What follows belongs to an exercise in optimizing a design on an open flow for small area; a production flow would make more cautious choices.
In this exercise RTL edits were held to simulation tests only and were not proved equivalent to the original.

## flow/design.v (module list and top-level ports; edited modules follow where they fit)
// module complex_butterfly_bfp: 3696 lines
// module bsum: 30 lines
// module bscale: 20 lines
// module bsel3: 6 lines
// module bao22: 6 lines
// module bfa: 4 lines
// module bha: 4 lines
module complex_butterfly_bfp #(
  parameter int IWL1    = 16,
  parameter int IWL2    = 16,
  parameter int OWL     = 16,
  parameter int LATENCY = 4,
  parameter int EXPW    = 5
) (
  input  logic            clk,
  input  logic            rst,
  input  logic            strb_in,
  input  logic [1:0]      mode,
  input  logic [IWL1-1:0] din1_re,
  input  logic [IWL1-1:0] din1_im,
  input  logic [IWL2-1:0] din2_re,
  input  logic [IWL2-1:0] din2_im,
  input  logic [IWL1-1:0] din3_re,
  input  logic [IWL1-1:0] din3_im,
  input  logic            stage_clr,
  input  logic            frame_start,
  output logic [OWL-1:0]  dout1_re,
  output logic [OWL-1:0]  dout1_im,
  output logic [OWL-1:0]  dout2_re,
  output logic [OWL-1:0]  dout2_im,
  output logic            strb_out,
  output logic            sat_out,
  output logic            grow,
  output logic [EXPW-1:0] blk_exp,
  output logic            busy,
  output logic            clr_err
);
  // ...
==> flow/flow/run.sh <==
#!/bin/bash
# The standard ORFS layout (standard.sh) with these changes:
#  - synthesis is the standard flow's own script, except that ABC maps with an area-oriented script
#    (flow/abc_area.script, hooked in by flow/abc_override.tcl);
#  - the ports are buffered with the platform's smallest buffer (buf_1) instead of the
#    delay buffer that buffer_ports picks by default;
#  - clock tree synthesis clusters the flip-flops into larger groups driven by clkbuf_8
#    and inserts no dummy loads.
set -euo pipefail
W=$(pwd)
export BUFFER_PORTS_ARGS="-buffer_cell sky130_fd_sc_hd__buf_1"
export CTS_ARGS="-sink_clustering_enable -repair_clock_nets -dont_use_dummy_load -sink_clustering_size 10 -sink_clustering_max_diameter 30 -buf_list sky130_fd_sc_hd__clkbuf_4"
export MY_ABC_SCRIPT=$W/flow/abc_area.script
{ head -n 1 synth_recipe.tcl; cat flow/abc_override.tcl; tail -n +2 synth_recipe.tcl; } > area_synth.tcl
sed "s#SYNTH_SCRIPT=[^ ]*#SYNTH_SCRIPT=$W/area_synth.tcl#" standard.sh > area_synth.sh
bash area_synth.sh synth > synth_flow.log 2>&1
bash standard.sh > standard_flow.log 2>&1
==> flow/flow/abc_area.script <==
strash
dch -f
map -a
mfs2
strash
dch -f
map -a
topo
stime -c
==> flow/flow/abc_override.tcl <==
# Inserted into the standard flow's synthesis script (synth_recipe.tcl) after its first line: the final ABC
# technology mapping runs flow/abc_area.script (area-oriented mapping) instead of ORFS's
# script. Everything else, including the flip-flop mapping, stays as in the standard flow's synthesis.
rename synth ::synth_recipe
proc synth {args} {
  ::synth_recipe {*}$args
  if { [info commands ::orig_abc] eq "" } {
    rename ::abc ::orig_abc
    proc ::abc {args} {
      set i [lsearch -exact $args -script]
      if { $i >= 0 } {
        set args [lreplace $args $i [expr {$i + 1}] -script $::env(MY_ABC_SCRIPT)]
      }
      puts "abc with flow/abc_area.script: $args"
      ::orig_abc {*}$args
    }
  }
}
==> flow/standard.sh <==
#!/bin/bash
# synth_recipe.tcl (not shown) runs the flow's synth.tcl, then flattens the netlist and writes it again
# the make line also repeats each setting of config.mk as NAME=value (left out here)
make -C /OpenROAD-flow-scripts/flow DESIGN_CONFIG=/design/flow/config.mk WORK_HOME=/design/flow/orfs CLKGATE_MAP_FILE= SYNTH_SCRIPT=/design/flow/synth_recipe.tcl "${@:-finish}"
==> flow/config.mk <==
export PLATFORM = sky130hd
export DESIGN_NAME = complex_butterfly_bfp
export DESIGN_NICKNAME = complex_butterfly_bfp
export VERILOG_FILES = /design/flow/design.v
export SDC_FILE = /design/flow/constraint.sdc
export NUM_CORES = 4
export LEC_CHECK = 0
export ABC_AREA = 1
export CAP_MARGIN = 0
export CORE_MARGIN = 2
export CORE_UTILIZATION = 60
export SLEW_MARGIN = 0
export SYNTH_HIERARCHICAL = 1
export SYNTH_MINIMUM_KEEP_SIZE = 0
==> flow/constraint.sdc <==
create_clock -name core_clock -period 11.0 [get_ports {clk}]
set_input_delay 2.2000 -clock core_clock [delete_from_list [all_inputs] [get_ports {clk}]]
set_output_delay 2.2000 -clock core_clock [all_outputs]
set_load 0.01 [all_outputs]
==> impl_results.md, run 1 <==
* Max cap viols at 0
* Setup crit start: sh1[0]
* NonClk Buf Share at 0.0460
* Largest class: multi-input combinational cells
* Postcts setup bufs at 0
* Simple-gate share of the synthesized area at 0.0491
* Share of the synthesized area in the top cell type at 0.348
* HP Class: flip-flop to flip-flop
* Io pins at 177
* Critical Path End: w3[45]
* Metal2 WL at 45600 µm
* YS warnings at 7
* Crit. End Element: flip-flop
* Met1 usage at 0.500
* Hold Slack at 0.246 ns
* Area Growth Syn to Fin at 8.94%
* Post-Synth XOR/XNOR Area at 0.145
* Largest registers: w3 x65, w3b x65, w4 x65
* Post-cts repair resize count at 0
* Placeable Area at 0.0490 mm²
* Final worst slack at 0.981 ns
* Buffers on Ports at 176
* Main combinational cell family by area after synthesis: adder cells
* DR WL/cell at 26.6 µm
* Worst path bufs/invs at 1
* Run status: no timing/DRC/antenna violations
* First-pass iteration count of the detailed router at 6
* Top post-synthesis cells by area: fa_1 35%, dfxtp_1 18%, xor2_1 14%, o22ai_1 10%, ha_1 5.9%
* Largest net degree at the start of global routing at 77
* Final GP Congestion at 1.04
* Clock slew at reported path FFs at 0.10 ns
==> module bscale, before the edit <==
module bscale (
  input  logic [17:0] s,
  input  logic [1:0]  sh,
  output logic [16:0] f
);
  logic ovf, sel0, sel1, sel2, spos, sneg;
  logic [15:0] ones;
  assign ovf  = (~sh[1] & (s[17] ^ s[16])) | (~sh[1] & ~sh[0] & (s[16] ^ s[15]));
  assign sel0 = ~sh[1] & ~sh[0] & ~ovf;
  assign sel1 = ~sh[1] &  sh[0] & ~ovf;
  assign sel2 =  sh[1];
  assign spos = ovf & ~s[17];
  assign sneg = ovf &  s[17];
  assign ones = {sneg, {15{spos}}};
  for (genvar k = 0; k < 16; k++) begin : g_bit
    bsel3 u_sel (.e0(sel0), .x0(s[k]), .e1(sel1), .x1(s[k+1]), .e2(sel2), .x2(s[k+2]),
                 .one(ones[k]), .y(f[k]));
  end
  assign f[16] = ovf;
endmodule
==> run 2, diff against run 1 <==
--- a/flow/design.v
+++ b/flow/design.v
@@ -3732,3 +3732,3 @@
   logic ovf, sel0, sel1, sel2, spos, sneg;
-  logic [15:0] ones;
+  logic [15:0] ones_n, m;
   assign ovf  = (~sh[1] & (s[17] ^ s[16])) | (~sh[1] & ~sh[0] & (s[16] ^ s[15]));
@@ -3739,6 +3739,7 @@
   assign sneg = ovf &  s[17];
-  assign ones = {sneg, {15{spos}}};
+  assign ones_n = ~{sneg, {15{spos}}};
   for (genvar k = 0; k < 16; k++) begin : g_bit
-    bsel3 u_sel (.e0(sel0), .x0(s[k]), .e1(sel1), .x1(s[k+1]), .e2(sel2), .x2(s[k+2]),
-                 .one(ones[k]), .y(f[k]));
+    bao222n u_sel (.e0(sel0), .x0(s[k]), .e1(sel1), .x1(s[k+1]), .e2(sel2), .x2(s[k+2]),
+                   .y(m[k]));
+    bnand2 u_or (.a(m[k]), .b(ones_n[k]), .y(f[k]));
   end
@@ -3746,7 +3747,13 @@
 endmodule
-module bsel3 (
-  input  logic e0, x0, e1, x1, e2, x2, one,
+module bao222n (
+  input  logic e0, x0, e1, x1, e2, x2,
   output logic y
 );
-  assign y = (e0 & x0) | (e1 & x1) | (e2 & x2) | one;
+  assign y = ~((e0 & x0) | (e1 & x1) | (e2 & x2));
+endmodule
+module bnand2 (
+  input  logic a, b,
+  output logic y
+);
+  assign y = ~(a & b);
 endmodule
--- a/flow/flow/run.sh
+++ b/flow/flow/run.sh
@@ -2,4 +2,4 @@
 # The standard ORFS layout (standard.sh) with these changes:
-#  - synthesis is the standard flow's own script, except that ABC maps with an area-oriented script
-#    (flow/abc_area.script, hooked in by flow/abc_override.tcl);
+#  - synthesis is the standard flow's own script, except that ABC maps with area-oriented scripts
+#    (flow/abc_leaf.script and flow/abc_area.script, hooked in by flow/abc_override.tcl);
 #  - the ports are buffered with the platform's smallest buffer (buf_1) instead of the
@@ -13,2 +13,3 @@
 export MY_ABC_SCRIPT=$W/flow/abc_area.script
+export MY_ABC_LEAF_SCRIPT=$W/flow/abc_leaf.script
 { head -n 1 synth_recipe.tcl; cat flow/abc_override.tcl; tail -n +2 synth_recipe.tcl; } > area_synth.tcl
==> flow/flow/abc_leaf.script (new file) <==
strash
dc2
dch -f
amap
==> flow/flow/abc_override.tcl (replaced) <==
# Inserted into the standard flow's synthesis script (synth_recipe.tcl) after its first line. Only the
# final ABC technology mapping changes: the small gate modules (bao22, bao222n, bnand2) are
# mapped first with flow/abc_leaf.script (ABC's area mapper amap), then the rest of the design
# with flow/abc_area.script (area-oriented map). Everything else, including the flip-flop
# mapping, stays as in the standard flow's synthesis.
rename synth ::synth_recipe
proc synth {args} {
  ::synth_recipe {*}$args
  if { [info commands ::orig_abc] eq "" } {
    rename ::abc ::orig_abc
    proc ::abc {args} {
      set i [lsearch -exact $args -script]
      if { $i >= 0 } {
        set leaf [lreplace $args $i [expr {$i + 1}] -script $::env(MY_ABC_LEAF_SCRIPT)]
        puts "abc with flow/abc_leaf.script: $leaf bao22 bao222n bnand2"
        ::orig_abc {*}$leaf bao22 bao222n bnand2
        set args [lreplace $args $i [expr {$i + 1}] -script $::env(MY_ABC_SCRIPT)]
      }
      puts "abc with flow/abc_area.script: $args"
      ::orig_abc {*}$args
    }
  }
}
==> run 2 against run 1 <==
  * Still clean
  * Synthesized area is 0.79% lower
  * Via count is 1.7% lower
  * Register-to-register slack worse by 0.10 ns
  * Cell area is 0.69% lower
  * Critical path type unchanged
  * Critical endpoint is now w3[62]
==> impl_results.md, run 2 <==
* Die extent in y at 226 µm (was 227 µm)
* Post-cts repair resize count at 0 (unchanged)
* Run status: no timing/DRC/antenna violations (unchanged)
* Reg2Reg Depth at 27 (unchanged)
* Worst path bufs/invs at 1 (unchanged)
* Routed Antenna Nets at 0 (unchanged)
* Buffers on Ports at 176 (unchanged)
* Clock Latency Late Sink at 0.64 ns (about the same)
* Synth Cell Area at 0.0296 mm² (was 0.0298 mm²)
* HP Class: flip-flop to flip-flop (unchanged)
* First-pass GRT wire length at 151000 µm (was 155000 µm)
* Initial Util at 0.606 (was 0.609)
* Top post-synthesis cells by area: fa_1 35%, dfxtp_1 19%, xor2_1 14%, o22ai_1 10%, ha_1 5.9% (was fa_1 35%, dfxtp_1 18%, xor2_1 14%, o22ai_1 10%, ha_1 5.9%)
* CTS root buf: clkbuf_4 (unchanged)
* Highest-count cells in the layout ignoring fill and taps: 518 x fa_1, 495 x o22ai_1, 475 x xor2_1 (was 518 x fa_1, 496 x o22ai_1, 475 x xor2_1)
* Fmax at 98.8 MHz (was 99.8 MHz)
* Commonest non-fill, non-tap cell in the layout: fa_1 (unchanged)
* DRT iter0 DRCs at 3232 (was 2935)
* Full die area at 0.0511 mm² (was 0.0515 mm²)
* DR WL/cell at 26.4 µm (was 26.6 µm)
* Clock sink count at 275 (unchanged)
* Cell repeated most along the worst path: fa_1 (unchanged)
* WP data arrival at 10.62 ns (was 10.52 ns)
* Fin. Hold Viols at 0 (unchanged)
* Routed wire length at 100000 µm (was 103000 µm)
* Final nets at 3895 (was 3953)
* Placeable Area at 0.0488 mm² (was 0.0490 mm²)
* Vias in the first global route at 26163 (was 26409)
* YS warnings at 7 (unchanged)
* Worst path max stage delay at 0.76 ns (was 0.87 ns)
* Most frequent cells after synthesis: 518 x fa_1, 495 x o22ai_1, 475 x xor2_1, 275 x dfxtp_1, 207 x clkinv_1 (was 518 x fa_1, 496 x o22ai_1, 475 x xor2_1, 275 x dfxtp_1, 207 x clkinv_1)
* Hold_sp: w3[14] (was w3[45])
* Design Area, Final at 0.0323 mm² (was 0.0325 mm²)
* Number of synthesized register bits at 275 (unchanged)
* Die W at 226 µm (was 227 µm)
* Slew @ Worst Pin at 1.21 ns (was 1.15 ns)
* Rows at 81 (unchanged)
* Io pins at 177 (unchanged)
* Postcts setup bufs at 0 (unchanged)
* Synth area leader: fa_1 (unchanged)
* # DRC at 0 (unchanged)
* DP Cell Count at 3760 (was 3817)
* Post-Syn Nets at 3575 (was 3637)
* Delay-heaviest family, CP: adder cells (unchanged)
* Number of H-tree levels at 2 (unchanged)
* R2r startpoint: sh1[0] (unchanged)
* Non-filler cells, final at 3799 (was 3858)
* EDFF count, synth at 0 (unchanged)
* Fillers at 4039 (was 4065)
* Final max-slew violation count at 0 (unchanged)
* Share of the synthesized area in the top cell type at 0.351 (was 0.348)
* Skew final at 0.0925 ns (was 0.0769 ns)
* Grt total ovfl at 0 (unchanged)
* CP Max Fanout at 16 (unchanged)
* Slew headroom at 0.189 (was 0.231)
* Critical path launch point type: flip-flop (unchanged)
* Vias/cell at 6.68 (was 6.70)
* Crit Path Category: flip-flop to flip-flop (unchanged)
* Ys flop type: dfxtp_1 (unchanged)
* Clock slew at reported path FFs at 0.10 ns (about the same)
* CTS Buf Count at 36 (was 37)
* Register area share after synthesis at 0.186 (was 0.185)
* Fin crit share at 0.920 (was 0.911)
* Via Count at 25395 (was 25840)
* Unrepaired setup endpoints after global routing: false (unchanged)
* Clock period minus worst slack at 10.12 ns (was 10.02 ns)
* Area of placed instances at 0.0320 mm² (was 0.0322 mm²)
* Cell count of the worst hold path at 0 (unchanged)
* Final GP Congestion at 1.05 (was 1.04)
* First-pass iteration count of the detailed router at 8 (was 6)
* Area Growth Syn to Fin at 9.04% (was 8.94%)
* Layout cells sized above 1 at 0.0594 (was 0.0771)
* Final setup vio count at 0 (unchanged)
* Max Buffers Root-to-Sink at 3 (unchanged)
* Final HPWL DP at 75300 µm (was 76300 µm)
* Setup TNS at 0 ns (unchanged)
* Largest registers: w3 x65, w3b x65, w4 x65 (unchanged)
* Worst path required time at 11.50 ns (about the same)
* Total GRT Usage at 0.394 (was 0.403)
* Final core occ at 0.660 (was 0.663)
* Worst Hold End: w3b[14] (was w3b[45])
* Asr flop ratio synth at 0 (unchanged)
* Syn Inst Count at 2814 (was 2876)
* Crit. End Element: flip-flop (unchanged)
* Crit-path slowest cell: o32ai_1 (was nor2_1)
* Largest net degree at the start of global routing at 77 (unchanged)
* Hold buffers post-CTS at 0 (unchanged)
* TritonCTS clock tree: yes (unchanged)
* Reg-to-reg slack, setup at 0.88 ns (was 0.98 ns)
* Syn avg cell area at 10.5 µm² (was 10.4 µm²)
* Reg-to-reg endpoint: w3[62] (was w3[45])
* Initial antenna violation count at 7 (was 5)
* Max cap viols at 0 (unchanged)
* Library cells used by synthesis at 39 (was 35)
* Count leader, synth: fa_1 (unchanged)
==> run 2: cell types whose count changed after synthesis, sizes merged, moves of 3 or more <==
cell	change
a21oi	-67
o32ai	+4
a222oi	+64
a211oi	-3
xnor2	+4
a22oi	-64
o21a	-4
nor3	-5
a211o	-4
nand2	+8
==> run 2: kinds of logic (layout without fill, tap and decap cells) <==
| group | after synthesis | count (layout) | synth area share |
|---|---|---|---|
| other | 0 | 3 | 0 |
| adder cells (fa/ha/maj) | 658 | 658 | 0.410 |
| AO/OA/AOI/OAI | 794 | 794 | 0.178 |
| AND/OR/NAND/NOR | 374 | 374 | 0.0500 |
| XOR/XNOR | 499 | 499 | 0.148 |
| buffers and inverters | 214 | 532 | 0.0279 |
| flip-flops | 275 | 275 | 0.186 |
==> run 2: how the worst max path moves through the flow <==
| stage | from | endpoint | slack, ns | cells past startpoint |
|---|---|---|---|---|
| 6_report | sh1[0] | w3[62] | 0.88 | 27 |
| 3_3_place_gp | sh1[0] | w3[62] | 1.02 | 27 |
| 4_1_cts | sh1[0] | w3[62] | 0.91 | 27 |
| 3_5_place_dp | sh1[0] | w3[22] | 0.95 | 27 |
| 5_1_grt | sh1[0] | w3[21] | 0.49 | 27 |
| 2_1_floorplan | sh1[1] | w3[32] | 0.24 | 27 |
==> run 2: Yosys stat by module (local to each module, per instance), excerpt <==
| module | cells inside | flops+latches | copies in the design | cell area, µm² |
|---|---|---|---|---|
| bsum | 27 | 0 | 2 | 154 |
| bao22 | 1 | 0 | 65 | 8.76 |
| bao222n | 1 | 0 | 64 | 10.0 |
| bha | 1 | 0 | 104 | 12.5 |
| complex_butterfly_bfp | 1893 | 275 | 1 | 15900 |
| bnand2 | 1 | 0 | 64 | 3.75 |
==> run 2: worst reg2reg max path: stages, from the launching register on <==
cell	delay, ns
dfxtp_1	0.58
clkinv_1	0.11
nor2_1	0.22
ha_1	0.18
or2_2	0.10
ha_1	0.27
fa_1	0.45
fa_1	0.40
fa_1	0.39
fa_1	0.40
fa_1	0.41
fa_1	0.40
fa_1	0.40
fa_1	0.39
fa_1	0.39
fa_1	0.39
fa_1	0.40
fa_1	0.39
fa_1	0.42
fa_1	0.41
fa_1	0.41
fa_1	0.39
xnor2_1	0.31
nor2_1	0.08
o32ai_1	0.76
nor2_1	0.44
a222oi_1	0.44
nand2_1	0.11
==> run 2: area by class of cell <==
class	instances	area, µm²	share of cell area
Antenna cell	3	7.51	0.000233
Clock buffer	36	270	0.00838
Sequential cell	275	5510	0.171
Timing Repair Buffer	289	1520	0.0471
Tap cell	664	831	0.0258
Inverter	207	777	0.0241
Multi-Input combinational cell	2325	23300	0.724
==> run 2: metrics by stage <==
| stage | setup slack [ns] | hold WS [ns] |
|---|---|---|
| after floorplan | 0.236 | 0.310 |
| after global placement | 1.02 | 0.310 |
| after detailed placement | 0.951 | 0.312 |
| after CTS | 0.909 | 0.264 |
| after global routing | 0.486 | 0.265 |
| final | 0.878 | 0.270 |
==> run 2: metal layers <==
metal / global-route usage / routed length (µm) / share of wire
met1: 0.487 / 36500 / 0.36
met2: 0.627 / 45500 / 0.45
met3: 0.107 / 11800 / 0.12
met4: 0.225 / 6270 / 0.063
met5: 0 / 27 / 0.00027
==> run 3, diff against run 2 <==
--- a/flow/config.mk
+++ b/flow/config.mk
@@ -10,3 +10,3 @@
 export CORE_MARGIN = 2
-export CORE_UTILIZATION = 60
+export CORE_UTILIZATION = 70
 export SLEW_MARGIN = 0
==> run 3 against run 2 <==
  * Routed wire length increased by 0.86%
  * Critical path type unchanged
  * Maximum frequency decreased by 1.8%
  * Setup slack got worse by 0.19 ns
  * Clock skew decreased by 0.047 ns
  * Register-to-register slack got worse by 0.19 ns
  * First-iteration DRC count increased by 24%
  * Critical path depth unchanged
  * Non-clock buffer count decreased by 14
  * Sequential cell count unchanged
  * Utilization increased by 10 points
==> impl_results.md, run 3 <==
* Run status: no timing/DRC/antenna violations (unchanged)
* Die W at 210 µm (was 226 µm)
* Hold Slack at 0.323 ns (was 0.270 ns)
* Count leader, synth: fa_1 (unchanged)
* Area of placed instances at 0.0317 mm² (was 0.0320 mm²)
* Register area share after synthesis at 0.186 (unchanged)
* WP data arrival at 10.73 ns (was 10.62 ns)
* Share of the synthesized area in the top cell type at 0.351 (unchanged)
* Postcts setup bufs at 0 (unchanged)
* TritonCTS clock tree: yes (unchanged)
* Max cap viols at 0 (unchanged)
* Slew headroom at 0.143 (was 0.189)
* Buffers on Ports at 176 (unchanged)
* Rows at 75 (was 81)
* Final worst slack at 0.693 ns (was 0.878 ns)
* Top post-synthesis cells by area: fa_1 35%, dfxtp_1 19%, xor2_1 14%, o22ai_1 10%, ha_1 5.9% (unchanged)
* EDFF count, synth at 0 (unchanged)
* Fillers at 3021 (was 4039)
* Clock period minus worst slack at 10.31 ns (was 10.12 ns)
* Top routing layer in use: met5 (unchanged)
* Vias/cell at 7.25 (was 6.68)
* Clock slew at reported path FFs at 0.09 ns (was 0.10 ns)
* First-pass iteration count of the detailed router at 10 (was 8)
* Max Buffers Root-to-Sink at 3 (unchanged)
* Routed wire length at 101000 µm (was 100000 µm)
* Die extent in y at 210 µm (was 226 µm)
* Fin crit share at 0.937 (was 0.920)
* Final GP Congestion at 1.16 (was 1.05)
* Final max-slew violation count at 0 (unchanged)
* Ys flop type: dfxtp_1 (unchanged)
* Library cells used by synthesis at 39 (unchanged)
* Initial antenna violation count at 3 (was 7)
* Crit. End Element: flip-flop (unchanged)
* Hold buffers post-CTS at 0 (unchanged)
* Wl on met1 at 34000 µm (was 36500 µm)
* Critical path launch point type: flip-flop (unchanged)
* Number of synthesized register bits at 275 (unchanged)
* CP Max Fanout at 16 (unchanged)
* Setup WS pre-CTS at 1.01 ns (was 0.951 ns)
* Final setup vio count at 0 (unchanged)
* Setup TNS at 0 ns (unchanged)
* Post-Syn Nets at 3575 (unchanged)
* Clock sink count at 275 (unchanged)
* Area Growth Syn to Fin at 8.14% (was 9.04%)
* Worst path max stage delay at 0.84 ns (was 0.76 ns)
* Most frequent cells after synthesis: 518 x fa_1, 495 x o22ai_1, 475 x xor2_1, 275 x dfxtp_1, 207 x clkinv_1 (unchanged)
* Post-cts repair resize count at 0 (unchanged)
* HP Class: flip-flop to flip-flop (unchanged)
* CTS root buf: clkbuf_4 (unchanged)
* Skew final at 0.0458 ns (was 0.0925 ns)
* Final HPWL DP at 72900 µm (was 75300 µm)
* Grt total ovfl at 0 (unchanged)
* Crit-path slowest cell: o32ai_1 (unchanged)
* Layout cells sized above 1 at 0.0549 (was 0.0594)
* Fin. Hold Viols at 0 (unchanged)
* Largest net degree at the start of global routing at 67 (was 77)
* Syn avg cell area at 10.5 µm² (unchanged)
* CTS Buf Count at 34 (was 36)
* Initial Util at 0.707 (was 0.606)
* Synth Cell Area at 0.0296 mm² (unchanged)
* Delay-heaviest family, CP: adder cells (unchanged)
* Cell repeated most along the worst path: fa_1 (unchanged)
* # DRC at 0 (unchanged)
* Routed Antenna Nets at 0 (unchanged)
* YS warnings at 7 (unchanged)
* Syn Inst Count at 2814 (unchanged)
* Slew @ Worst Pin at 1.28 ns (was 1.21 ns)
* First-pass GRT wire length at 154000 µm (was 151000 µm)
* Unrepaired setup endpoints after global routing: false (unchanged)
* Clock Latency Late Sink at 0.60 ns (was 0.64 ns)
* DRT iter0 DRCs at 4019 (was 3232)
* Metal2 WL at 43600 µm (was 45500 µm)
* Crit Path Category: flip-flop to flip-flop (unchanged)
* Final nets at 3879 (was 3895)
* Placeable Area at 0.0419 mm² (was 0.0488 mm²)
* Largest registers: w3 x65, w3b x65, w4 x65 (unchanged)
* Synth area leader: fa_1 (unchanged)
* Highest-count cells in the layout ignoring fill and taps: 518 x fa_1, 495 x o22ai_1, 475 x xor2_1 (unchanged)
* Via Count at 26521 (was 25395)
* Io pins at 177 (unchanged)
* DR WL/cell at 27.6 µm (was 26.4 µm)
* Worst path bufs/invs at 1 (unchanged)
* Vias in the first global route at 27358 (was 26163)
* Design Area, Final at 0.0320 mm² (was 0.0323 mm²)
* Worst path required time at 11.43 ns (was 11.50 ns)
* Fmax at 97.0 MHz (was 98.8 MHz)
* Full die area at 0.0439 mm² (was 0.0511 mm²)
* Met3 WL at 15700 µm (was 11800 µm)
* Number of H-tree levels at 2 (unchanged)
* Total GRT Usage at 0.462 (was 0.394)
* Commonest non-fill, non-tap cell in the layout: fa_1 (unchanged)
* Asr flop ratio synth at 0 (unchanged)
[run 3: cell counts after synthesis]
Identical to the previous run, type by type.
[run 3: kinds of logic (layout without fill, tap and decap cells)]
group                      Yosys count  in the layout  synth area share
AOI/OAI and AO/OA                  794            794             0.178
DFF                                275            275             0.186
adders and majority gates          658            658             0.410
xor gates and xnor gates           499            499             0.148
buffers and inverters              214            516            0.0279
and+or+nand+nor                    374            374            0.0500
other                                0              3                 0
[run 3: worst paths after layout]
kind	from	to	slack, ns	depth (start not counted)
max	sh1[0]	w3[46]	0.69	27
min	w3[46]	w3b[46]	0.32	0
max reg2reg	sh1[0]	w3[46]	0.69	27
min reg2reg	w3[46]	w3b[46]	0.32	0
[run 3: worst reg2reg max path: stages (launching register included)]
cell and delay (ns):
dfxtp_1 0.55, clkinv_1 0.14, nor2_1 0.15, ha_1 0.16, or2_2 0.17, ha_1 0.30
fa_1 0.45, fa_1 0.39, fa_1 0.40, fa_1 0.40, fa_1 0.40, fa_1 0.40
fa_1 0.40, fa_1 0.40, fa_1 0.39, fa_1 0.39, fa_1 0.41, fa_1 0.40
fa_1 0.41, fa_1 0.41, fa_1 0.40, fa_1 0.39, xnor2_1 0.36, nor2_1 0.10
o32ai_1 0.84, nor2_1 0.48, a222oi_1 0.41, nand2_1 0.09
[run 3: routing by layer]
layer	vias to the layer above	global-route usage
met4	2	0.276
met1	12558	0.555
li1	10711	-
met5	-	0
met3	706	0.178
met2	2544	0.712
[run 3: cell type report]
cell class	count	area (µm²)	area share
Antenna cell	3	7.51	0.000235
Clock buffer	34	255	0.00798
Inverter	207	777	0.0243
Multi-Input combinational cell	2325	23400	0.730
Sequential cell	275	5510	0.172
Tap cell	539	674	0.0211
Timing Repair Buffer	275	1410	0.0442
[run 3: per-module statistics from Yosys, one instance, submodules excluded]
| module | times used | cell area, µm² | flops+latches | cells |
|---|---|---|---|---|
| bfa | 518 | 20.0 | 0 | 1 |
| bao22 | 65 | 8.76 | 0 | 1 |
| bao222n | 64 | 10.0 | 0 | 1 |
| bsum | 2 | 154 | 0 | 27 |
| bha | 104 | 12.5 | 0 | 1 |
| bscale | 4 | 66.3 | 0 | 13 |
| complex_butterfly_bfp | 1 | 15900 | 275 | 1893 |
| bnand2 | 64 | 3.75 | 0 | 1 |
[run 3: per-stage QoR]
stage / instances / utilization
after floorplan: 2814 / -
after global placement: 3621 / 0.758
after detailed placement: 3621 / 0.758
after CTS: 3655 / 0.764
after global routing: 3656 / 0.764
final: 3658 / 0.764
==> run 4, diff against run 3 <==
--- a/flow/flow/run.sh
+++ b/flow/flow/run.sh
@@ -6,3 +6,3 @@
 #    delay buffer that buffer_ports picks by default;
-#  - clock tree synthesis clusters the flip-flops into larger groups driven by clkbuf_8
+#  - clock tree synthesis clusters the flip-flops into groups of at most 10 driven by clkbuf_4
 #    and inserts no dummy loads.
==> flow/flow/abc_area.script (replaced) <==
strash
dc2
dch -f
map -a
mfs2
strash
dch -f
map -a
topo
stime -c
==> run 4 against run 3 <==
  * Via count decreased by 0.17%
  * Worst hold slack got worse by 0.0017 ns
  * Still clean on timing, DRC and antenna
  * Largest cell class unchanged
==> impl_results.md, run 4 <==
* Top routing layer in use: met4 (was met5)
* Routed Antenna Nets at 0 (unchanged)
* Metal2 WL at 43700 µm (was 43600 µm)
* Commonest non-fill, non-tap cell in the layout: fa_1 (unchanged)
* Met3 WL at 14800 µm (was 15700 µm)
* Critical path launch point type: flip-flop (unchanged)
* Setup WS pre-CTS at 0.829 ns (was 1.01 ns)
* Fmax at 97.3 MHz (was 97.0 MHz)
* Post-Syn Nets at 3543 (was 3575)
* Routed wire length at 100000 µm (was 101000 µm)
* Fillers at 2984 (was 3021)
* Total GRT Usage at 0.465 (was 0.462)
* Clock Latency Late Sink at 0.63 ns (was 0.60 ns)
* Hold Slack at 0.321 ns (was 0.323 ns)
* Postcts setup bufs at 0 (unchanged)
* Final setup vio count at 0 (unchanged)
* Design Area, Final at 0.0319 mm² (was 0.0320 mm²)
* Non-filler cells, final at 3645 (was 3658)
* EDFF count, synth at 0 (unchanged)
* TritonCTS clock tree: yes (unchanged)
* Vias/cell at 7.26 (was 7.25)
* Top post-synthesis cells by area: fa_1 35%, dfxtp_1 19%, xor2_1 14%, o22ai_1 10%, ha_1 6.0% (was fa_1 35%, dfxtp_1 19%, xor2_1 14%, o22ai_1 10%, ha_1 5.9%)
* Die W at 209 µm (was 210 µm)
* Count leader, synth: fa_1 (unchanged)
* CTS root buf: clkbuf_4 (unchanged)
* Synth area leader: fa_1 (unchanged)
* Fin. Hold Viols at 0 (unchanged)
* Asr flop ratio synth at 0 (unchanged)
* Layout cells sized above 1 at 0.0625 (was 0.0549)
* Placeable Area at 0.0417 mm² (was 0.0419 mm²)
* Slew headroom at 0.215 (was 0.143)
* WP data arrival at 10.78 ns (was 10.73 ns)
* Clock sink count at 275 (unchanged)
* Crit. End Element: flip-flop (unchanged)
* Clock slew at reported path FFs at 0.10 ns (was 0.09 ns)
* Post-cts repair resize count at 0 (unchanged)
* Hold buffers post-CTS at 0 (unchanged)
* Worst path required time at 11.50 ns (was 11.43 ns)
* Largest net degree at the start of global routing at 67 (unchanged)
* Wl on met1 at 33600 µm (was 34000 µm)
* Number of H-tree levels at 2 (unchanged)
* Reg area at 0.00551 mm² (unchanged)
* Max Buffers Root-to-Sink at 3 (unchanged)
* First-pass GRT wire length at 154000 µm (about the same)
* Via Count at 26475 (was 26521)
* Final HPWL DP at 73500 µm (was 72900 µm)
* Final nets at 3867 (was 3879)
* Initial antenna violation count at 1 (was 3)
* Multi-input gate area at 0.0232 mm² (was 0.0234 mm²)
* Area of placed instances at 0.0317 mm² (about the same)
* Slew @ Worst Pin at 1.18 ns (was 1.28 ns)
* Final max-slew violation count at 0 (unchanged)
* Rows at 75 (unchanged)
* CTS Buf Count at 35 (was 34)
* Full die area at 0.0437 mm² (was 0.0439 mm²)
* Area Growth Syn to Fin at 8.56% (was 8.14%)
* Buffers on Ports at 176 (unchanged)
* Clock period minus worst slack at 10.28 ns (was 10.31 ns)
* Ys flop type: dfxtp_1 (unchanged)
* Run status: no timing/DRC/antenna violations (unchanged)
* YS warnings at 7 (unchanged)
* Library cells used by synthesis at 35 (was 39)
* Most frequent cells after synthesis: 518 x fa_1, 493 x o22ai_1, 459 x xor2_1, 275 x dfxtp_1, 194 x clkinv_1 (was 518 x fa_1, 495 x o22ai_1, 475 x xor2_1, 275 x dfxtp_1, 207 x clkinv_1)
* Max cap viols at 0 (unchanged)
* Syn Inst Count at 2782 (was 2814)
* Setup TNS at 0 ns (unchanged)
* Fin crit share at 0.934 (was 0.937)
* # DRC at 0 (unchanged)
* DRT iter0 DRCs at 4025 (was 4019)
* Syn avg cell area at 10.6 µm² (was 10.5 µm²)
* Share of the synthesized area in the top cell type at 0.353 (was 0.351)
* Vias in the first global route at 27172 (was 27358)
* Number of synthesized register bits at 275 (unchanged)
* Synth Cell Area at 0.0294 mm² (was 0.0296 mm²)
* Unrepaired setup endpoints after global routing: false (unchanged)
* Largest registers: w3 x65, w3b x65, w4 x65 (unchanged)
* Highest-count cells in the layout ignoring fill and taps: 518 x fa_1, 493 x o22ai_1, 459 x xor2_1 (was 518 x fa_1, 495 x o22ai_1, 475 x xor2_1)
* DR WL/cell at 27.6 µm (about the same)
* Io pins at 177 (unchanged)
* Final GP Congestion at 1.09 (was 1.16)
* HP Class: flip-flop to flip-flop (unchanged)
* Die extent in y at 209 µm (was 210 µm)
* First-pass iteration count of the detailed router at 12 (was 10)
* Initial Util at 0.706 (was 0.707)
* Register area share after synthesis at 0.187 (was 0.186)
* Final core occ at 0.766 (was 0.764)
* CP Max Fanout at 43 (was 16)
* Final worst slack at 0.725 ns (was 0.693 ns)
* Crit Path Category: flip-flop to flip-flop (unchanged)
* Skew final at 0.0494 ns (was 0.0458 ns)
* DP Cell Count at 3608 (was 3621)
* Grt total ovfl at 0 (unchanged)
-- run 4: cell types whose count changed after synthesis, sizes merged, moves of 9 or more --
cell	previous run	this run
a21oi	88	43
xor2	475	459
o21ai	40	88
a22oi	6	18
clkinv	207	194
nand2	197	177
nor2	142	151
-- run 4: worst paths after layout --
check | start | to | slack, ns | cells past startpoint
hold reg to reg | w3[64] | w3b[64] | 0.32 | 0
setup reg to reg | sh1[1] | w3[63] | 0.72 | 27
setup / recovery | sh1[1] | w3[63] | 0.72 | 27
hold / removal | w3[64] | w3b[64] | 0.32 | 0
-- run 4: area by class of cell --
class,instances,area share
repair buffers,294,0.0487
clock buffers,35,0.00823
multi-input cells,2306,0.726
flip-flops and latches,275,0.172
well taps,539,0.0211
inverters,194,0.0228
diodes,2,0.000157
-- run 4: worst max-delay path, cell delays in order (launching register included) --
cell      delay (ns)
dfxtp_2         0.83
nor2_1          0.29
ha_1            0.26
or2_2           0.29
ha_1            0.34
fa_1            0.46
fa_1            0.40
fa_1            0.40
fa_1            0.40
fa_1            0.40
fa_1            0.40
fa_1            0.40
fa_1            0.39
fa_1            0.40
fa_1            0.40
fa_1            0.40
fa_1            0.39
fa_1            0.41
fa_1            0.40
fa_1            0.42
fa_1            0.41
xnor2_1         0.38
xnor2_1         0.13
o21ai_0         0.38
nor3_1          0.10
buf_4           0.23
a222oi_1        0.33
nand2_1         0.11
-- run 4: cell families (layout without fill, tap and decap cells) --
| family | Yosys count | in the layout | share of synthesized area |
|---|---|---|---|
| compound gates | 808 | 808 | 0.183 |
| fa+ha+maj | 658 | 658 | 0.412 |
| xor+xnor | 481 | 481 | 0.143 |
| simple gates | 359 | 359 | 0.0479 |
| flops | 275 | 275 | 0.187 |
| buf+inv | 201 | 523 | 0.0264 |
| other cells | 0 | 2 | 0 |
-- run 4: per-module statistics from Yosys, one instance, submodules excluded, excerpt --
module   flip-flops and latches  area (µm²)  copies in the design  cells
bscale                        0        61.3                     4     11
bao222n                       0        10.0                    64      1
bsum                          0         154                     2     27
bnand2                        0        3.75                    64      1
bha                           0        12.5                   104      1
bao22                         0        8.76                    65      1
-- run 4: per-layer routing --
| metal | vias up | GRT usage |
|---|---|---|
| met5 | - | 0 |
| met3 | 734 | 0.166 |
| met2 | 2465 | 0.712 |
| met1 | 12598 | 0.561 |
| met4 | 0 | 0.302 |
| li1 | 10678 | - |
==> run 5, diff against run 4 <==
--- a/flow/config.mk
+++ b/flow/config.mk
@@ -10,3 +10,3 @@
 export CORE_MARGIN = 2
-export CORE_UTILIZATION = 70
+export CORE_UTILIZATION = 80
 export SLEW_MARGIN = 0
==> run 5 against run 4 <==
  * The layout now fails its checks (negative setup slack)
  * Non-clock buffer count down 3
  * Sequential share of layout area up 0.057 points
  * Routed wire length up 13%
  * Clock skew up 0.014 ns
  * Utilization up 11 points
  * Die area down 12%
  * Synthesized cell count unchanged
==> impl_results.md, run 5 <==
* Die extent in y at 196 µm (was 209 µm)
* CTS Buf Count at 35 (unchanged)
* Number of synthesized register bits at 275 (unchanged)
* Synth area leader: fa_1 (unchanged)
* # DRC at 0 (unchanged)
* Clock Latency Late Sink at 0.66 ns (was 0.63 ns)
* Cell repeated most along the worst path: fa_1 (unchanged)
* R2r startpoint: sh1[1] (unchanged)
* Worst Hold End: w3b[54] (was w3b[64])
* Crit. End Element: flip-flop (unchanged)
* Largest registers: w3 x65, w3b x65, w4 x65 (unchanged)
* EDFF count, synth at 0 (unchanged)
* DRT iter0 DRCs at 5998 (was 4025)
* DR WL/cell at 31.7 µm (was 27.6 µm)
* Area Growth Syn to Fin at 8.20% (was 8.56%)
* Final setup vio count at 1 (was 0)
* Post-Syn Nets at 3543 (unchanged)
* Grt total ovfl at 0 (unchanged)
* Layout cells sized above 1 at 0.0616 (was 0.0625)
* Vias in the first global route at 29861 (was 27172)
* Placeable Area at 0.0364 mm² (was 0.0417 mm²)
* Cell count of the worst hold path at 0 (unchanged)
* Rows at 70 (was 75)
* Reg area at 0.00551 mm² (unchanged)
* Clock period minus worst slack at 11.02 ns (was 10.28 ns)
* Crit-path slowest cell: a222oi_1 (was dfxtp_2)
* Failing Checks: negative setup slack
* YS warnings at 7 (unchanged)
* Initial antenna violation count at 5 (was 1)
* Highest-count cells in the layout ignoring fill and taps: 518 x fa_1, 493 x o22ai_1, 459 x xor2_1 (unchanged)
* Fin crit share at 1.00 (was 0.934)
* Buffers on Ports at 176 (unchanged)
* Syn avg cell area at 10.6 µm² (unchanged)
* Slew headroom at 0.335 (was 0.215)
* Ys flop type: dfxtp_1 (unchanged)
* Fillers at 1746 (was 2984)
* Routed Antenna Nets at 0 (unchanged)
* Number of H-tree levels at 2 (unchanged)
* Largest net degree at the start of global routing at 67 (unchanged)
* Critical path launch point type: flip-flop (unchanged)
* Final core occ at 0.873 (was 0.766)
* Library cells used by synthesis at 35 (unchanged)
* Final max-slew violation count at 0 (unchanged)
* Worst path max stage delay at 0.74 ns (was 0.83 ns)
* Non-filler cells, final at 3572 (was 3645)
* Initial Util at 0.807 (was 0.706)
* DP Cell Count at 3534 (was 3608)
* First-pass GRT wire length at 171000 µm (was 154000 µm)
* WP data arrival at 11.49 ns (was 10.78 ns)
* Count leader, synth: fa_1 (unchanged)
* Full die area at 0.0383 mm² (was 0.0437 mm²)
* Skew final at 0.0630 ns (was 0.0494 ns)
* Total GRT Usage at 0.597 (was 0.465)
* Crit Path Category: flip-flop to flip-flop (unchanged)
* Routed wire length at 113000 µm (was 100000 µm)
* Reg2Reg Depth at 28 (was 27)
* Final worst slack at -0.0180 ns (was 0.725 ns)
* Reg-to-reg slack, setup at -0.02 ns (was 0.72 ns)
* Multi-input gate area at 0.0232 mm² (unchanged)
* Register area share after synthesis at 0.187 (unchanged)
* TritonCTS clock tree: yes (unchanged)
* HP Class: flip-flop to flip-flop (unchanged)
* Hold buffers post-CTS at 0 (unchanged)
* Most frequent cells after synthesis: 518 x fa_1, 493 x o22ai_1, 459 x xor2_1, 275 x dfxtp_1, 194 x clkinv_1 (unchanged)
* Vias/cell at 8.07 (was 7.26)
* Worst path required time at 11.47 ns (was 11.50 ns)
* Max Buffers Root-to-Sink at 3 (unchanged)
* Io pins at 177 (unchanged)
* Final HPWL DP at 78200 µm (was 73500 µm)
* Max cap viols at 0 (unchanged)
* Hold_sp: w3[54] (was w3[64])
* Final nets at 3864 (was 3867)
* CP Max Fanout at 58 (was 43)
* Synth Cell Area at 0.0294 mm² (unchanged)
* Clock sink count at 275 (unchanged)
* Share of the synthesized area in the top cell type at 0.353 (unchanged)
* First-pass iteration count of the detailed router at 22 (was 12)
* Final GP Congestion at 1.11 (was 1.09)
* Slew @ Worst Pin at 0.997 ns (was 1.18 ns)
* Commonest non-fill, non-tap cell in the layout: fa_1 (unchanged)
* CTS root buf: clkbuf_4 (unchanged)
* Reg-to-reg endpoint: w3[35] (was w3[63])
* Die W at 196 µm (was 209 µm)
* Run status: finished with violations (was no timing/DRC/antenna violations)
* Top post-synthesis cells by area: fa_1 35%, dfxtp_1 19%, xor2_1 14%, o22ai_1 10%, ha_1 6.0% (unchanged)
* Clock slew at reported path FFs at 0.12 ns (was 0.10 ns)
* Fin. Hold Viols at 0 (unchanged)
* Asr flop ratio synth at 0 (unchanged)
* Fmax at 90.8 MHz (was 97.3 MHz)
* Syn Inst Count at 2782 (unchanged)
* Via Count at 28843 (was 26475)
## run 5: cell types whose count changed in the layout (fill, tap and decap cells not counted)
cell | previous run | this run
diode_2 | 2 | 3
buf_6 | 0 | 1
buf_4 | 118 | 114
o21ai_1 | 0 | 2
o21ai_0 | 74 | 72
## run 5: metrics by stage
step	hold WS [ns]	area, µm²	setup slack (ns)	TNS, ns
after floorplan	0.310	29400	0.335	0
after global placement	0.310	31500	1.33	0
after detailed placement	0.312	31500	0.920	0
after CTS	0.300	31800	0.579	0
after global routing	0.313	31800	-0.0508	-0.0508
final	0.307	31800	-0.0180	-0.0180
## run 5: worst max path at each step
| stage | cells past startpoint | slack (ns) | startpoint | end |
|---|---|---|---|---|
| final | 28 | -0.02 | sh1[1] | w3[35] |
| after global routing | 28 | -0.05 | sh1[1] | w3[35] |
| after CTS | 28 | 0.58 | sh1[1] | w3[35] |
| after detailed placement | 28 | 0.92 | sh1[1] | w3[46] |
| after global placement | 28 | 1.33 | sh1[1] | w3[46] |
| after floorplan | 26 | 0.33 | sh1[1] | w3[32] |
## run 5: repair_timing
item,CTS,global route
setup buffers,0,0
gates resized for setup,0,3
setup endpoints to repair,0,28
## run 5: layout make-up
class	count	area share
antenna	3	0.000236
sequential	275	0.173
tap	468	0.0184
multi-input combinational	2306	0.729
timing repair buffer	291	0.0483
inverter	194	0.0229
clock buffer	35	0.00826
## run 5: cell families (layout without fill, tap and decap cells)
group | Yosys count | count (layout) | share of synthesized area
simple gates | 359 | 359 | 0.0479
xor+xnor | 481 | 481 | 0.143
fa+ha+maj | 658 | 658 | 0.412
compound gates | 808 | 808 | 0.183
buf+inv | 201 | 520 | 0.0264
flops | 275 | 275 | 0.187
other cells | 0 | 3 | 0
## run 5: metal layers
metal	wire, µm	GRT usage	vias to the layer above
li1	-	-	10632
met3	19800	0.264	1402
met5	5	0	-
met4	13900	0.522	2
met2	46600	0.872	3619
met1	33000	0.667	13188
## run 5: critical path: cells and delay by family, from the launching register on
family / cells / cell delay (ns)
AO/OA/AOI/OAI: 2 / 1.18
buffers and inverters: 3 / 0.73
AND/OR/NAND/NOR: 4 / 0.91
XOR/XNOR: 2 / 0.70
adder cells (fa/ha/maj): 17 / 6.92
flip-flops: 1 / 0.42
## run 5: Yosys stat by module, one instance, submodules excluded
module | flip-flops and latches | times used
bao22 | 0 | 65
bscale | 0 | 4
bnand2 | 0 | 64
complex_butterfly_bfp | 275 | 1
bfa | 0 | 518
bsum | 0 | 2
bao222n | 0 | 64
bha | 0 | 104
==> run 6, diff against run 5 <==
--- a/flow/config.mk
+++ b/flow/config.mk
@@ -10,3 +10,3 @@
 export CORE_MARGIN = 2
-export CORE_UTILIZATION = 80
+export CORE_UTILIZATION = 75
 export SLEW_MARGIN = 0
==> run 6 against run 5 <==
  * Now clean on timing, DRC and antenna
  * Setup slack improved by 1.1 ns
  * Worst hold slack worse by 0.016 ns
  * Register-to-register slack better by 1.1 ns
  * Sequential share of layout area barely moved
  * Routed wire length down 8.7%
  * Die area up 6.5%
  * Clock skew rose by 0.0049 ns
  * First-iteration DRC count shrank 29%
  * Cell count rose by 1.5%
  * Synthesized area unchanged
==> impl_results.md, run 6 <==
* Buffers on Ports at 176 (unchanged)
* Reg2Reg Depth at 28 (unchanged)
* Final GP Congestion at 1.09 (was 1.11)
* Register area share after synthesis at 0.187 (unchanged)
* WP data arrival at 10.43 ns (was 11.49 ns)
* Initial antenna violation count at 2 (was 5)
* TritonCTS clock tree: yes (unchanged)
* Area Growth Syn to Fin at 8.43% (was 8.20%)
* Unrepaired setup endpoints after global routing: false
* Most frequent cells after synthesis: 518 x fa_1, 493 x o22ai_1, 459 x xor2_1, 275 x dfxtp_1, 194 x clkinv_1 (unchanged)
* Worst path max stage delay at 0.58 ns (was 0.74 ns)
* Syn avg cell area at 10.6 µm² (unchanged)
* Clock period minus worst slack at 9.95 ns (was 11.02 ns)
* Vias in the first global route at 28093 (was 29861)
* YS warnings at 7 (unchanged)
* Final HPWL DP at 75900 µm (was 78200 µm)
* Clock slew at reported path FFs at 0.09 ns (was 0.12 ns)
* DP Cell Count at 3584 (was 3534)
* Reg-to-reg endpoint: w3[11] (was w3[35])
* Post-cts repair resize count at 0 (unchanged)
* EDFF count, synth at 0 (unchanged)
* Setup crit start: sh1[0] (was sh1[1])
* Mux cell area share after synthesis at 0 (unchanged)
* Layout cells sized above 1 at 0.0616 (unchanged)
* Commonest non-fill, non-tap cell in the layout: fa_1 (unchanged)
* Critical path launch point type: flip-flop (unchanged)
* DR WL/cell at 28.5 µm (was 31.7 µm)
* Clock Latency Late Sink at 0.63 ns (was 0.66 ns)
* Vias/cell at 7.49 (was 8.07)
* Cell count of the worst hold path at 0 (unchanged)
* First-pass GRT wire length at 158000 µm (was 171000 µm)
* Final setup vio count at 0 (was 1)
* Count leader, synth: fa_1 (unchanged)
* Final worst slack at 1.05 ns (was -0.0180 ns)
* Die extent in y at 202 µm (was 196 µm)
* Number of H-tree levels at 2 (unchanged)
* Crit-path slowest cell: dfxtp_1 (was a222oi_1)
* DRT iter0 DRCs at 4249 (was 5998)
* Crit Path Category: flip-flop to flip-flop (unchanged)
* Max cap viols at 0 (unchanged)
* CTS root buf: clkbuf_4 (unchanged)
* Simple-gate share of the synthesized area at 0.0479 (unchanged)
* Grt total ovfl at 0 (unchanged)
* Rows at 72 (was 70)
* Fin. Hold Viols at 0 (unchanged)
* Critical Path End: w3[11] (was w3[35])
* Multi-input gate area at 0.0232 mm² (unchanged)
* Cell repeated most along the worst path: fa_1 (unchanged)
* Routed Antenna Nets at 0 (unchanged)
* Hold buffers post-CTS at 0 (unchanged)
* Fillers at 2240 (was 1746)
* Placeable Area at 0.0386 mm² (was 0.0364 mm²)
* Library cells used by synthesis at 35 (unchanged)
* Setup WS pre-CTS at 1.27 ns (was 0.920 ns)
* Hold Slack at 0.291 ns (was 0.307 ns)
* # DRC at 0 (unchanged)
* Post-Syn Nets at 3543 (unchanged)
* Clock sink count at 275 (unchanged)
* Postcts setup bufs at 0 (unchanged)
* Largest registers: w3 x65, w3b x65, w4 x65 (unchanged)
* Non-filler cells, final at 3625 (was 3572)
* HP Class: flip-flop to flip-flop (unchanged)
* Fin crit share at 0.905 (was 1.00)
* Crit. End Element: flip-flop (unchanged)
* Top post-synthesis cells by area: fa_1 35%, dfxtp_1 19%, xor2_1 14%, o22ai_1 10%, ha_1 6.0% (unchanged)
* Skew final at 0.0678 ns (was 0.0630 ns)
* Share of the synthesized area in the top cell type at 0.353 (unchanged)
* Max Buffers Root-to-Sink at 3 (unchanged)
* Slew headroom at 0.323 (was 0.335)
* Total GRT Usage at 0.512 (was 0.597)
* First-pass iteration count of the detailed router at 13 (was 22)
* R2r startpoint: sh1[0] (was sh1[1])
* Routed wire length at 103000 µm (was 113000 µm)
* Asr flop ratio synth at 0 (unchanged)
* Final nets at 3864 (unchanged)
* Largest net degree at the start of global routing at 81 (was 67)
* Area share of fa/ha/maj cells after synthesis at 0.412 (unchanged)
* Final max-slew violation count at 0 (unchanged)
* Synth Cell Area at 0.0294 mm² (unchanged)
* Setup TNS at 0 ns (was -0.0180 ns)
* Fmax at 101 MHz (was 90.8 MHz)
* Ys flop type: dfxtp_1 (unchanged)
* Synth area leader: fa_1 (unchanged)
* Reg-to-reg slack, setup at 1.05 ns (was -0.02 ns)
* Highest-count cells in the layout ignoring fill and taps: 518 x fa_1, 493 x o22ai_1, 459 x xor2_1 (unchanged)
* Initial Util at 0.761 (was 0.807)
* Post-Synth XOR/XNOR Area at 0.143 (unchanged)
* Reg area at 0.00551 mm² (unchanged)
* Main combinational cell family by area after synthesis: adder cells (unchanged)
* Syn Inst Count at 2782 (unchanged)
* Slew @ Worst Pin at 1.01 ns (was 0.997 ns)
* Number of synthesized register bits at 275 (unchanged)
* Worst path required time at 11.48 ns (was 11.47 ns)
* Run status: no timing/DRC/antenna violations (was finished with violations)
* Full die area at 0.0408 mm² (was 0.0383 mm²)
* Die W at 202 µm (was 196 µm)
* Compound-Gate Fraction of Synth Area at 0.183 (unchanged)
* Via Count at 27159 (was 28843)
* Io pins at 177 (unchanged)
* CP Max Fanout at 14 (was 58)
* CTS Buf Count at 35 (unchanged)
run 6: how the worst min path moves through the flow:
stage,from,endpoint,slack [ns]
floorplan,w3[0],w3b[0],0.31
global placement,w3[30],w3b[30],0.31
detailed placement,w3[58],w3b[58],0.31
CTS,w3[31],w3b[31],0.29
global route,w3[31],w3b[31],0.29
finish,w3[54],w3b[54],0.29
run 6: per-stage QoR:
| step | utilization | area (µm²) |
|---|---|---|
| after floorplan | - | 29400 |
| after global placement | 0.818 | 31600 |
| after detailed placement | 0.818 | 31600 |
| after CTS | 0.825 | 31900 |
| after global routing | 0.825 | 31900 |
| final | 0.825 | 31900 |
run 6: area by class of cell:
type,count,area share
tap,518,0.0203
antenna,6,0.000471
multi-input combinational,2306,0.727
sequential,275,0.173
inverter,194,0.0228
clock buffer,35,0.00824
timing repair buffer,291,0.0481
run 6: logic make-up (layout without fill, tap and decap cells):
| group | after synthesis | after routing |
|---|---|---|
| adder cells (fa/ha/maj) | 658 | 658 |
| flip-flops | 275 | 275 |
| AO/OA/AOI/OAI | 808 | 808 |
| other | 0 | 6 |
| XOR/XNOR | 481 | 481 |
| buffers and inverters | 201 | 520 |
| AND/OR/NAND/NOR | 359 | 359 |
run 6: worst max-delay path, delay by kind of cell (launching register included):
kind / cells / cell delay, ns
simple gates: 4 / 0.55
buf+inv: 2 / 0.37
fa+ha+maj: 18 / 6.93
flops: 1 / 0.58
compound gates: 2 / 0.81
xor+xnor: 2 / 0.61
run 6: layer usage:
| metal | global-route usage | share of wire | wire length, µm |
|---|---|---|---|
| met4 | 0.411 | 0.10 | 10400 |
| met1 | 0.593 | 0.31 | 32200 |
| met3 | 0.173 | 0.16 | 16100 |
| met5 | 0 | 0 | 0 |
| met2 | 0.780 | 0.43 | 44900 |
run 6: Yosys stat by module, one instance, submodules excluded:
module	cell area (µm²)	cells inside	flip-flops and latches
complex_butterfly_bfp	15700	1869	275
bsum	154	27	0
bscale	61.3	11	0
bfa	20.0	1	0
bha	12.5	1	0
bao222n	10.0	1	0
bao22	8.76	1	0
bnand2	3.75	1	0
==> run 7, diff against run 6 <==
--- a/flow/flow/run.sh
+++ b/flow/flow/run.sh
@@ -11,3 +11,3 @@
 export BUFFER_PORTS_ARGS="-buffer_cell sky130_fd_sc_hd__buf_1"
-export CTS_ARGS="-sink_clustering_enable -repair_clock_nets -dont_use_dummy_load -sink_clustering_size 10 -sink_clustering_max_diameter 30 -buf_list sky130_fd_sc_hd__clkbuf_4"
+export CTS_ARGS="-sink_clustering_enable -repair_clock_nets -dont_use_dummy_load -sink_clustering_size 8 -sink_clustering_max_diameter 25 -buf_list {sky130_fd_sc_hd__clkbuf_2 sky130_fd_sc_hd__clkbuf_4}"
 export MY_ABC_SCRIPT=$W/flow/abc_area.script
==> run 7 against run 6 <==
  * Still clean on timing, DRC and antenna
  * Clock skew is 0.036 ns higher
  * Sequential cell count unchanged
  * Critical path depth unchanged
  * Clock-buffer cell count grew 7
  * Sequential share of layout area about the same
  * First-iteration DRC count decreased by 0.89%
  * Utilization grew 0.11 points
  * Synthesized cell count unchanged
  * Non-clock buffer count unchanged
  * Cell count about the same
==> impl_results.md, run 7 <==
* Run status: no timing/DRC/antenna violations (unchanged)
* CTS root buf: clkbuf_4 (unchanged)
* HP Class: flip-flop to flip-flop (unchanged)
* Delay-heaviest family, CP: adder cells (unchanged)
* Routed Antenna Nets at 0 (unchanged)
* Largest net degree at the start of global routing at 81 (unchanged)
* First-pass iteration count of the detailed router at 14 (was 13)
* Ys flop type: dfxtp_1 (unchanged)
* DR WL/cell at 28.4 µm (was 28.5 µm)
* Initial antenna violation count at 2 (unchanged)
* WP data arrival at 10.51 ns (was 10.43 ns)
* Final HPWL DP at 75900 µm (unchanged)
* Full die area at 0.0408 mm² (unchanged)
* Clock slew at reported path FFs at 0.10 ns (was 0.09 ns)
* Share of the synthesized area in the top cell type at 0.353 (unchanged)
* Cell count of the worst hold path at 0 (unchanged)
* Synth Cell Area at 0.0294 mm² (unchanged)
* Final nets at 3871 (was 3864)
* Slew headroom at 0.320 (was 0.323)
* Hold buffers post-CTS at 0 (unchanged)
* Post-cts repair resize count at 0 (unchanged)
* Highest-count cells in the layout ignoring fill and taps: 518 x fa_1, 493 x o22ai_1, 459 x xor2_1 (unchanged)
* Hold_sp: w3[16] (was w3[54])
* Worst path required time at 11.51 ns (was 11.48 ns)
* Slew @ Worst Pin at 1.01 ns (about the same)
* Fin crit share at 0.908 (was 0.905)
* Postcts setup bufs at 0 (unchanged)
* Placeable Area at 0.0386 mm² (unchanged)
* Commonest non-fill, non-tap cell in the layout: fa_1 (unchanged)
* Clock Latency Late Sink at 0.65 ns (was 0.63 ns)
* Cell repeated most along the worst path: fa_1 (unchanged)
* Fin. Hold Viols at 0 (unchanged)
* Via Count at 27127 (was 27159)
* Layout cells sized above 1 at 0.0637 (was 0.0616)
* Reg2Reg Depth at 28 (unchanged)
* Buffers on Ports at 176 (unchanged)
* Crit. End Element: flip-flop (unchanged)
* Total GRT Usage at 0.509 (was 0.512)
* Most frequent cells after synthesis: 518 x fa_1, 493 x o22ai_1, 459 x xor2_1, 275 x dfxtp_1, 194 x clkinv_1 (unchanged)
* Worst Hold End: w3b[16] (was w3b[54])
* Io pins at 177 (unchanged)
* Reg-to-reg slack, setup at 1.01 ns (was 1.05 ns)
* Area Growth Syn to Fin at 8.57% (was 8.43%)
* R2r startpoint: sh1[0] (unchanged)
* Max cap viols at 0 (unchanged)
* Vias in the first global route at 28265 (was 28093)
* Crit Path Category: flip-flop to flip-flop (unchanged)
* Vias/cell at 7.48 (was 7.49)
* Worst path max stage delay at 0.59 ns (was 0.58 ns)
* Final core occ at 0.826 (was 0.825)
* Reg-to-reg endpoint: w3[10] (was w3[11])
* Clock sink count at 275 (unchanged)
* Asr flop ratio synth at 0 (unchanged)
* DRT iter0 DRCs at 4211 (was 4249)
* Largest registers: w3 x65, w3b x65, w4 x65 (unchanged)
* Die extent in y at 202 µm (unchanged)
* Final GP Congestion at 1.09 (unchanged)
* First-pass GRT wire length at 157000 µm (was 158000 µm)
* Library cells used by synthesis at 35 (unchanged)
* Fmax at 100 MHz (was 101 MHz)
* Skew final at 0.104 ns (was 0.0678 ns)
* Max Buffers Root-to-Sink at 3 (unchanged)
* Initial Util at 0.761 (unchanged)
* Setup TNS at 0 ns (unchanged)
* Final max-slew violation count at 0 (unchanged)
* EDFF count, synth at 0 (unchanged)
* Rows at 72 (unchanged)
* Syn avg cell area at 10.6 µm² (unchanged)
* Die W at 202 µm (unchanged)
* Clock period minus worst slack at 9.99 ns (was 9.95 ns)
* Worst path bufs/invs at 2 (unchanged)
* Unrepaired setup endpoints after global routing: false (unchanged)
* Grt total ovfl at 0 (unchanged)
* CTS Buf Count at 42 (was 35)
* CP Max Fanout at 14 (unchanged)
* Number of synthesized register bits at 275 (unchanged)
* # DRC at 0 (unchanged)
* Syn Inst Count at 2782 (unchanged)
* Post-Syn Nets at 3543 (unchanged)
* Critical path launch point type: flip-flop (unchanged)
* Register area share after synthesis at 0.187 (unchanged)
* YS warnings at 7 (unchanged)
* Crit-path slowest cell: dfxtp_1 (unchanged)
* Final setup vio count at 0 (unchanged)
* Count leader, synth: fa_1 (unchanged)
* Routed wire length at 103000 µm (about the same)
* Synth area leader: fa_1 (unchanged)
* Top post-synthesis cells by area: fa_1 35%, dfxtp_1 19%, xor2_1 14%, o22ai_1 10%, ha_1 6.0% (unchanged)
* TritonCTS clock tree: yes (unchanged)
* Number of H-tree levels at 2 (unchanged)
[run 7: cell counts after synthesis]
Identical to the previous run, type by type.
[run 7: per-module statistics from Yosys (local to each module, per instance)]
module | times used | flops+latches
bscale | 4 | 0
bha | 104 | 0
bao222n | 64 | 0
bfa | 518 | 0
bao22 | 65 | 0
bnand2 | 64 | 0
complex_butterfly_bfp | 1 | 275
bsum | 2 | 0
[run 7: through the flow]
step	cell area, µm²	instances	setup slack, ns	hold slack, ns
final	31900	3628	1.01	0.300
after global routing	31900	3628	0.833	0.295
after CTS	31900	3626	1.19	0.295
after detailed placement	31600	3584	1.27	0.312
after global placement	31600	3584	1.49	0.311
after floorplan	29400	2782	0.335	0.310
[run 7: layout make-up]
| class | instances | area (µm²) |
|---|---|---|
| tap | 518 | 648 |
| fill | 2244 | 6720 |
| timing repair buffer | 291 | 1530 |
| sequential | 275 | 5510 |
| inverter | 194 | 728 |
| multi-input combinational | 2306 | 23200 |
| clock buffer | 42 | 315 |
| antenna | 2 | 5.00 |
[run 7: worst max-delay path by stage]
stage / to / cells after the start / slack, ns / start
6_report: w3[10] / 28 / 1.01 / sh1[0]
5_1_grt: w3[46] / 28 / 0.83 / sh1[0]
4_1_cts: w3[10] / 28 / 1.19 / sh1[0]
3_5_place_dp: w3[11] / 28 / 1.27 / sh1[0]
3_3_place_gp: w3[46] / 28 / 1.49 / sh1[0]
2_1_floorplan: w3[32] / 26 / 0.33 / sh1[1]
[run 7: metal layers]
| layer | track usage | up-vias | wire [µm] | part of all wire |
|---|---|---|---|---|
| met3 | 0.160 | 926 | 15300 | 0.15 |
| met4 | 0.425 | 0 | 10600 | 0.10 |
| met2 | 0.771 | 2886 | 44500 | 0.43 |
| met5 | 0 | - | 0 | 0 |
| met1 | 0.596 | 12637 | 32600 | 0.32 |
| li1 | - | 10678 | - | - |
[run 7: cell families after synthesis]
group                    synth area share
AO/OA/AOI/OAI                       0.183
adder cells (fa/ha/maj)             0.412
XOR/XNOR                            0.143
AND/OR/NAND/NOR                    0.0479
flip-flops                          0.187
buffers and inverters              0.0264

-- static timing again, ports no longer ideal --
How much do the figures lean on ideal ports? The routed layouts below were timed once more, with nothing changed but the port constraints. Step 1, drivers: a clkbuf_16 drives clk and a buf_2 each remaining input, both assumed. Step 2 also shifts input and output timing later by t, the mid clock arrival at the registers, as if the neighbouring blocks saw the same clock. a / b / c = no drivers / after step 1 / after step 2; a / b = the first two.
run | t (ns) | setup slack, ns | hold WS [ns] | worst register clock-pin slew, ns
run 1 | 0.648 | 0.981 / 0.981 / 0.975 | 0.246 / 0.246 / 0.246 | 0.11 / 0.11
run 2 | 0.637 | 0.878 / 0.878 / 0.878 | 0.270 / 0.270 / 0.270 | 0.11 / 0.11
run 3 | 0.611 | 0.693 / 0.693 / 0.693 | 0.323 / 0.323 / 0.323 | 0.10 / 0.10
run 4 | 0.655 | 0.725 / 0.725 / 0.725 | 0.321 / 0.321 / 0.321 | 0.10 / 0.10
run 5 | 0.669 | -0.018 / -0.018 / -0.018 | 0.307 / 0.307 / 0.307 | 0.12 / 0.12
run 6 | 0.652 | 1.050 / 1.050 / 1.050 | 0.291 / 0.291 / 0.291 | 0.11 / 0.11
run 7 | 0.657 | 1.007 / 1.007 / 1.007 | 0.300 / 0.300 / 0.300 | 0.10 / 0.10
For run 1, which loses most, drivers alone change the setup slack by 0.000 ns; drivers and shift together by -0.006 ns.
